This is an optimization exercise on Yosys and OpenROAD, whose aim is small area and few clock cycles per item, not a production implementation. The RTL was checked by simulation tests, not by an equivalence proof against the original design.

==> job 3792 <==
// vsldu_top
module vsldu_top #(
    parameter int VLEN = 64
) (
    input  logic                                clk,
    input  logic                                rst_n,
    input  logic                                in_valid,
    output logic                                in_ready,
    input  logic [2:0]                          op,
    input  logic [2:0]                          sew,
    input  logic [2:0]                          lmul,
    input  logic [vsldu_pkg::MAX_LMUL*VLEN-1:0] vs2,
    input  logic [vsldu_pkg::ELEN-1:0]          scalar,
    output logic                                out_valid,
    input  logic                                out_ready,
    output logic [vsldu_pkg::MAX_LMUL*VLEN-1:0] result
);
    localparam int NB = vsldu_pkg::MAX_LMUL * VLEN / 8;
    logic [3:0]      rot_n;
    logic [3:0]      keep_n;
    logic [NB-1:0]   sel_hi;
    logic [NB-1:0]   sel_lo;
    logic [NB-1:0]   sel_src;
    logic [NB-1:0]   sel_sc;
    logic            hold;
    logic [31:0]     sc_lane;
    logic [8*NB-1:0] next_result;
    assign in_ready = !out_valid || out_ready;
    always_ff @(posedge clk or negedge rst_n) begin
        if (!rst_n) begin
            out_valid <= 1'b0;
        end else if (in_ready) begin
            out_valid <= in_valid;
        end
    end
    always_ff @(posedge clk) begin
        result <= next_result;
    end
    vsldu_decode #(.NB(NB)) u_decode (
        .op(op), .sew(sew), .lmul(lmul), .scalar(scalar), .load(in_ready),
        .rot_n(rot_n), .keep_n(keep_n), .sel_hi(sel_hi), .sel_lo(sel_lo),
        .sel_src(sel_src), .sel_sc(sel_sc), .hold(hold), .sc_lane(sc_lane)
    );
    vsldu_slide_stage #(.NB(NB)) u_slide (
        .vs2(vs2), .result(result), .rot_n(rot_n), .keep_n(keep_n),
        .sel_hi(sel_hi), .sel_lo(sel_lo), .sel_src(sel_src), .sel_sc(sel_sc),
        .hold(hold), .sc_lane(sc_lane), .next_result(next_result)
    );
endmodule
==> flow/config.mk <==
export PLATFORM = sky130hd
export DESIGN_NAME = vsldu_top
export DESIGN_NICKNAME = vsldu_top
export VERILOG_FILES = /design/flow/design.v
export SDC_FILE = /design/flow/constraint.sdc
export NUM_CORES = 4
export LEC_CHECK = 0
export CAP_MARGIN = 30
export CORE_MARGIN = 2
export CORE_UTILIZATION = 28
export PLACE_DENSITY = 0.48
export SLEW_MARGIN = 25
export SYNTH_HIERARCHICAL = 1
==> flow/constraint.sdc <==
create_clock -name core_clock -period 10.0 [get_ports {clk}]
set_input_delay 2.0000 -clock core_clock [delete_from_list [all_inputs] [get_ports {clk}]]
set_output_delay 2.0000 -clock core_clock [all_outputs]
set_load 0.01 [all_outputs]
standard.sh (not shown) runs the stock make flow with config.mk's settings and CLKGATE_MAP_FILE= SYNTH_SCRIPT=/design/flow/synth_recipe.tcl, a recipe that flattens the netlist after the stock synthesis.
==> flow/flow/run.sh <==
#!/bin/bash
# Layout: the standard flow (standard synthesis unchanged), with the port
# buffers made from the smallest buffer cell, small clock buffers and no CTS
# dummy loads.
set -euo pipefail
export BUFFER_PORTS_ARGS="-buffer_cell sky130_fd_sc_hd__buf_1"
export CTS_ARGS="-sink_clustering_enable -repair_clock_nets -dont_use_dummy_load -buf_list {sky130_fd_sc_hd__clkbuf_8} -root_buf sky130_fd_sc_hd__clkbuf_16"
bash standard.sh > make_flow.log 2>&1
==> job 6686 (differences from job 3792) <==
==> flow/flow/run.sh (replaced) <==
#!/bin/bash
# Layout: the standard flow (standard synthesis unchanged), with the port
# buffers made from the smallest buffer cell and no CTS dummy loads.
set -euo pipefail
export BUFFER_PORTS_ARGS="-buffer_cell sky130_fd_sc_hd__buf_1"
export CTS_ARGS="-sink_clustering_enable -repair_clock_nets -dont_use_dummy_load"
bash standard.sh > make_flow.log 2>&1
--- a/flow/config.mk
+++ b/flow/config.mk
@@ -6,8 +6,9 @@
 export NUM_CORES = 4
 export LEC_CHECK = 0
-export CAP_MARGIN = 30
+export CAP_MARGIN = 20
 export CORE_MARGIN = 2
-export CORE_UTILIZATION = 28
-export PLACE_DENSITY = 0.48
-export SLEW_MARGIN = 25
+export CORE_UTILIZATION = 22
+export CTS_BUF_LIST = sky130_fd_sc_hd__clkbuf_4 sky130_fd_sc_hd__clkbuf_8
+export PLACE_DENSITY = 0.4
+export SLEW_MARGIN = 20
 export SYNTH_HIERARCHICAL = 1
==> job 5125 (differences from job 3792) <==
--- a/flow/config.mk
+++ b/flow/config.mk
@@ -8,6 +8,6 @@
 export CAP_MARGIN = 30
 export CORE_MARGIN = 2
-export CORE_UTILIZATION = 28
-export PLACE_DENSITY = 0.48
+export CORE_UTILIZATION = 24
+export PLACE_DENSITY = 0.42
 export SLEW_MARGIN = 25
 export SYNTH_HIERARCHICAL = 1
==> job 6046 (differences from job 3792) <==
==> flow/flow/run.sh (replaced) <==
#!/bin/bash
# Layout: the standard flow (standard synthesis unchanged), with the port
# buffers made from the smallest buffer cell, small clock buffers and no CTS
# dummy loads.
set -euo pipefail
export BUFFER_PORTS_ARGS="-buffer_cell sky130_fd_sc_hd__buf_1"
export CTS_ARGS="-sink_clustering_enable -repair_clock_nets -dont_use_dummy_load -buf_list {sky130_fd_sc_hd__clkbuf_8} -root_buf sky130_fd_sc_hd__clkbuf_8 -sink_clustering_size 20 -sink_clustering_max_diameter 50"
bash standard.sh > make_flow.log 2>&1
--- a/flow/config.mk
+++ b/flow/config.mk
@@ -8,6 +8,6 @@
 export CAP_MARGIN = 30
 export CORE_MARGIN = 2
-export CORE_UTILIZATION = 28
-export PLACE_DENSITY = 0.48
+export CORE_UTILIZATION = 30
+export PLACE_DENSITY = 0.5
 export SLEW_MARGIN = 25
 export SYNTH_HIERARCHICAL = 1
==> impl_metrics.toml <==
[worst_setup_path]
cp_data_required_time_ns = 10.48
crit_path_cell_trace = "buf_1 -> nor2b_1 -> o21ai_2 -> a32oi_2 -> ha_1 -> nor2_1 -> a21oi_4 -> buf_12 -> buf_4 -> buf_16 -> o22ai_1 -> o22ai_1 -> o22ai_1 -> a222oi_1 -> nand2_1"

[run_status]
status = "no timing/DRC/antenna violations"

[cells_and_area]
fin_area_mm2 = 0.0239

[timing]
tightest_slew_ns = 1.29

[global_routing]
antenna_found_initial = 24

[floorplanning]
rows = 98

[pwr]
p_comb_share_pct = 52.8
the above is filed under job 6046

==> impl_metrics.toml <==
[timing]
tightest_slew_ns = 1.20
fin_crit_ns = 7.24

[clock_tree]
postCtsResizedCells = 0

[floorplanning]
rows = 110

[run_status]
status = "no timing/DRC/antenna violations"

[worst_setup_path]
crit_path_cell_trace = "buf_1 -> nor2b_1 -> o21ai_2 -> a32oi_2 -> ha_1 -> nor2_1 -> a21oi_4 -> buf_4 -> buf_12 -> o22ai_1 -> o22ai_1 -> o22ai_1 -> a222oi_1 -> nand3_1"
cp.buffers_inverters = 3
cp_data_required_time_ns = 10.40

[pwr]
p_int_uw = 2120
p_comb_share_pct = 51.2

[cells_and_area]
largest_reg_flops = 256
fin_area_mm2 = 0.0243

[global_routing]
grt_use_met3_pct = 16.7

[placed_design]
dp_slack_ns = 2.51
the above is filed under job 5125

==> impl_metrics.toml <==
[floorplanning]
rows = 115
fp.dieH_um = 318

[global_routing]
antenna_found_initial = 16

[timing]
rsz0062_at_grt = "no"
tightest_slew_ns = 1.34

[run_status]
status = "no timing/DRC/antenna violations"

[worst_setup_path]
cp_data_required_time_ns = 10.41
crit_path_cell_trace = "buf_1 -> nor2b_1 -> o21ai_2 -> a32oi_2 -> ha_1 -> nor2_1 -> a21oi_4 -> inv_6 -> buf_12 -> o22ai_1 -> o22ai_1 -> o22ai_1 -> a222oi_1 -> nand3_1"

[pwr]
p_comb_share_pct = 50.8

[cells_and_area]
fin_area_mm2 = 0.0247
the above is filed under job 6686

==> impl_metrics.toml <==
[cells_and_area]
fin_area_mm2 = 0.0239
multi_input_cells = 2284

[run_status]
status = "no timing/DRC/antenna violations"

[floorplanning]
rows = 102

[worst_setup_path]
cp_data_required_time_ns = 10.39
critPathTopFamily = "compound AO/OA/AOI/OAI gates"
crit_path_cell_trace = "buf_1 -> nor2b_1 -> o21ai_2 -> a32oi_2 -> ha_1 -> nor2_1 -> a21oi_4 -> inv_6 -> buf_12 -> o22ai_1 -> o22ai_1 -> o22ai_1 -> a222oi_1 -> nand3_1"

[timing]
tightest_slew_ns = 1.17

[pwr]
p_comb_share_pct = 51.0

[global_routing]
antenna_found_initial = 30
the above is filed under job 3792

Testbench counts of job 3792, summed over its fixed seeds: cycles 4,808, items 4,800.
Testbench counts of job 6686, summed over its fixed seeds: cycles 4,808, items 4,800.
Testbench counts of job 5125, summed over its fixed seeds: cycles 4,808, items 4,800.
Testbench counts of job 6046, summed over its fixed seeds: cycles 4,808, items 4,800.

-- separate check: timing with driven ports --
No port has a modelled driver above. Below, the same layouts with a new extraction and two added sets of constraints. Step 1, drivers: a clkbuf_16 drives clk and a buf_2 each remaining input, both assumed. Step 2 moves the port delays by t, midway between the first and last clock arrival at a register: inputs arrive t later, outputs are due t later. That takes back most of the time a late clock gives input paths. a / b / c = ideal ports / drivers / drivers and shift; a / b = the first two.
run | t (ns) | setup WS [ns] | worst setup path after step 2 | slew at the worst register clock pin (ns)
job 3792 | 0.627 | 2.716 / 2.762 / 2.136 | input to register | 0.06 / 0.06
job 6686 | 0.641 | 2.713 / 2.766 / 2.125 | input to register | 0.07 / 0.07
job 5125 | 0.619 | 2.765 / 2.821 / 2.201 | input to register | 0.07 / 0.07
job 6046 | 0.718 | 2.849 / 2.888 / 2.171 | input to register | 0.10 / 0.10
After both steps setup and hold are still met in every run listed. The setup slack of job 6046, which loses most, moves by +0.039 ns with the drivers and by -0.678 ns with both steps.
